Background: an optimization exercise with open tools, aiming at small area, a short achievable clock period and few clock cycles. Do not read the settings as production practice. Where RTL was checked, it was by simulation tests only, not by an equivalence proof against the original. No activity file was given, so power comes from the tool's default toggle rates.

==> flow/design.v (excerpt) <==
module keyword_source_lexer #(
   parameter int MAX_TEXT_LEN = 65536
) (
   input  wire logic         clock,
   input  wire logic         reset,
   input  wire logic         req_valid,
   output logic             req_stall,
   input  wire logic [8:0]   req_data,
   output logic             rsp_valid,
   input  wire logic         rsp_stall,
   output logic [45:0]      rsp_data,
   input  wire logic         csr_we,
   input  wire logic [16:0]  csr_wdata
);
==> flow/config.mk <==
export PLATFORM = sky130hd
export DESIGN_NAME = keyword_source_lexer
export DESIGN_NICKNAME = keyword_source_lexer
export VERILOG_FILES = /design/flow/design.v
export SDC_FILE = /design/flow/constraint.sdc
export NUM_CORES = 4
export LEC_CHECK = 0
export ABC_AREA = 1
export CAP_MARGIN = 20
export CORE_MARGIN = 2
export CORE_UTILIZATION = 40
export CTS_BUF_LIST = sky130_fd_sc_hd__clkbuf_8
export SETUP_SLACK_MARGIN = 5
export SLEW_MARGIN = 20
==> flow/constraint.sdc <==
create_clock -name core_clock -period 8.5 [get_ports {clock}]
set_input_delay 1.7000 -clock core_clock [delete_from_list [all_inputs] [get_ports {clock}]]
set_output_delay 1.7000 -clock core_clock [all_outputs]
set_load 0.01 [all_outputs]
standard.sh (not shown) runs the stock make flow with config.mk's settings and CLKGATE_MAP_FILE= SYNTH_SCRIPT=/design/flow/synth_recipe.tcl, a recipe that flattens the netlist after the stock synthesis.
==> flow/flow/run.sh <==
#!/bin/bash
# The standard layout, with the smallest buffer on each port instead of the
# default delay-cell buffer; repair still resizes port buffers where timing needs it
set -euo pipefail
export BUFFER_PORTS_ARGS="-buffer_cell sky130_fd_sc_hd__buf_1"
bash standard.sh finish > standard_finish.log 2>&1
Testbench counts at the start, summed over its fixed seeds: cycles 146,983.
Next try:
--- a/flow/design.v
+++ b/flow/design.v
@@ -636,21 +636,21 @@
                mode_in  = LM_PEND;
             end else if (cl[CL_OP]) begin
                emit    = 1'b1;
                w_kind  = c_kind;
                w_start = pos_ff[15:0];
                w_len   = 6'd1;
             end
          end
       end
       w_last = !split;
-      step   = in_v && (room || !emit);
+      step   = in_v && room;
       take   = step && !split;
       push   = in_v && emit && room;
    end
    assign push_w    = {w_kind, cnt, w_start, w_len, w_ovf, w_last};
    logic  tok_cont;
    assign tok_cont = ((mode_ff == LM_IDENT) && cl[CL_WORD]) || ((mode_ff == LM_NUMBER) && cl[CL_DIGIT]) ||
                      ((mode_ff == LM_STRING) && !cl[CL_QUOTE]);
    always_comb begin
       pend_in  = c_pend;
       star_in  = (mode_ff == LM_BLOCK) && cl[CL_STAR];
@@ -726,38 +726,36 @@
          ovf_in  = near_ff;
          near_in = far_ff;
          far_in  = zero_ff ? (cap4_ff == 16'hffff) : (last_index == cap4_ff);
       end else if (csr_we && !in_v && !b_v) begin
          ovf_in  = w_cap0;
          near_in = w_cap1;
          far_in  = w_cap2;
       end
    end
    always_ff @(posedge clock) begin
+      if (step || reset) begin
+         mode_ff <= mode_in & {3{!reset}};
+         pos_ff  <= pos_in & {17{!reset}};
+      end
       if (reset) begin
-         mode_ff <= LM_IDLE;
-         pos_ff  <= '0;
          zero_ff <= 1'b1;
          ovf_ff  <= 1'b0;
          near_ff <= 1'b0;
          far_ff  <= 1'b0;
          cap4_ff <= 16'd1019;
       end else begin
          if (csr_we) cap4_ff <= cap4_w;
          zero_ff <= zero_in;
          ovf_ff  <= ovf_in;
          near_ff <= near_in;
          far_ff  <= far_in;
-         if (step) begin
-            mode_ff <= mode_in;
-            pos_ff  <= pos_in;
-         end
       end
    end
    always_ff @(posedge clock) begin
       if (step) begin
          pend_ff  <= pend_in;
          star_ff  <= star_in;
          start_ff <= start_in;
          len_ff   <= len_in;
          kw_ff    <= kw_in;
          kwe_ff   <= kwe_in;
What happened:
- clock power climbs by about 3%
- routed wire length climbs by 0.77%
- fmax drops by 1.4%
- global-route usage hardly moves
- via count climbs by 1.3%
- hold slack gets better by 6.1 ps
- sequential share of layout area climbs by 1.6 points
- die area hardly moves
Only the layout flow was run in the second run of this note; the RTL was not checked for function there.


== main ==
keyword_source_lexer, a different RTL version from the one above (not shown whole).
For scale: about 1,700 cells after synthesis, ~150 flip-flops.
==> module ksl_tokq, before the edit <==
module ksl_tokq (
   input  wire logic          clock,
   input  wire logic          reset,
   input  wire logic          push,
   input  wire logic [45:0]   push_w,
   output logic              room,
   output logic              rsp_valid,
   input  wire logic          rsp_stall,
   output logic [45:0]       rsp_data
);
   logic         v_ff;
   logic [45:0]  w_ff;
   assign rsp_valid = v_ff;
   assign rsp_data  = w_ff;
   assign room      = !v_ff || !rsp_stall;
   always_ff @(posedge clock) begin
      if (reset) begin
         v_ff <= 1'b0;
      end else if (room) begin
         v_ff <= push;
      end
      if (push) begin
         w_ff <= push_w;
      end
   end
endmodule
==> flow/config.mk <==
export PLATFORM = sky130hd
export DESIGN_NAME = keyword_source_lexer
export DESIGN_NICKNAME = keyword_source_lexer
export VERILOG_FILES = /design/flow/design.v
export SDC_FILE = /design/flow/constraint.sdc
export NUM_CORES = 4
export LEC_CHECK = 0
export ABC_AREA = 1
export CAP_MARGIN = 20
export CORE_MARGIN = 2
export CORE_UTILIZATION = 40
export CTS_BUF_LIST = sky130_fd_sc_hd__clkbuf_8
export SETUP_SLACK_MARGIN = 5
export SLEW_MARGIN = 20
==> flow/constraint.sdc <==
create_clock -name core_clock -period 8.5 [get_ports {clock}]
set_input_delay 1.7000 -clock core_clock [delete_from_list [all_inputs] [get_ports {clock}]]
set_output_delay 1.7000 -clock core_clock [all_outputs]
set_load 0.01 [all_outputs]
Scripts as last shown in full above: flow/flow/run.sh
Input changes introduced in the feature branch (baseline for comparison: main):
--- a/flow/design.v
+++ b/flow/design.v
@@ -771,13 +771,17 @@
       if (reset) begin
          v_ff <= 1'b0;
       end else if (room) begin
          v_ff <= push;
       end
       if (push) begin
-         w_ff <= push_w;
+         w_ff[39:24] <= push_w[39:24];
+      end
+      if (room) begin
+         w_ff[45:40] <= push_w[45:40];
+         w_ff[23:0]  <= push_w[23:0];
       end
    end
 endmodule
 `default_nettype wire
 `default_nettype none
 module keyword_source_lexer #(
Findings:
main and the feature branch ended up with nearly the same area of the core region. | global routing usage on met3 | higher: main |. Power dissipated in the clock network grows by more than 10% when moving from main to the feature branch. Any difference in core occupancy in the finished layout between main and the feature branch is small enough to ignore. Cmp the feature branch vs main: worst stage delay on the critical path lower in the feature branch. As far as leftover overflow at the end of global routing goes, main and the feature branch are indistinguishable; the numbers are identical. When the feature branch is measured against main, its total wire length after detailed routing turns out 4.5% lower.
No run of this note included a check of the RTL's function; only the layout flow was run.

[re-timing with driven ports]
How much do the figures lean on ideal ports? The routed layouts below were timed once more, with nothing changed but the port constraints.
Step 1 (the two cells are an assumption about what drives the block):
set clk [get_ports {clock}]
set_driving_cell -lib_cell sky130_fd_sc_hd__clkbuf_16 $clk
set_driving_cell -lib_cell sky130_fd_sc_hd__buf_2 [delete_from_list [all_inputs] $clk]
Step 2 times the ports against the registers' clock, not the clock port: input delays grow and output delays shrink by t, the midpoint of the rising clock arrivals with the driver on.
Three values: ideal ports, drivers, drivers and shift; two values: the first two.
run	t (ns)	setup WS [ns]	worst setup path at the end	worst data-port slew with drivers (ns)	cell pins on the clock port's net
the first run of note 1	0.502	5.139 / 5.139 / 4.688	input to register	0.04	1
the second run of note 1	0.493	5.090 / 5.096 / 4.603	input to register	0.04	1
main	0.498	5.121 / 5.139 / 4.641	input to register	0.05	1
the feature branch	0.497	5.158 / 5.158 / 4.689	input to register	0.04	1
After both steps setup and hold are still met in every run listed. The setup slack of the second run of note 1, which loses most, moves by +0.006 ns with the drivers and by -0.487 ns with both steps.
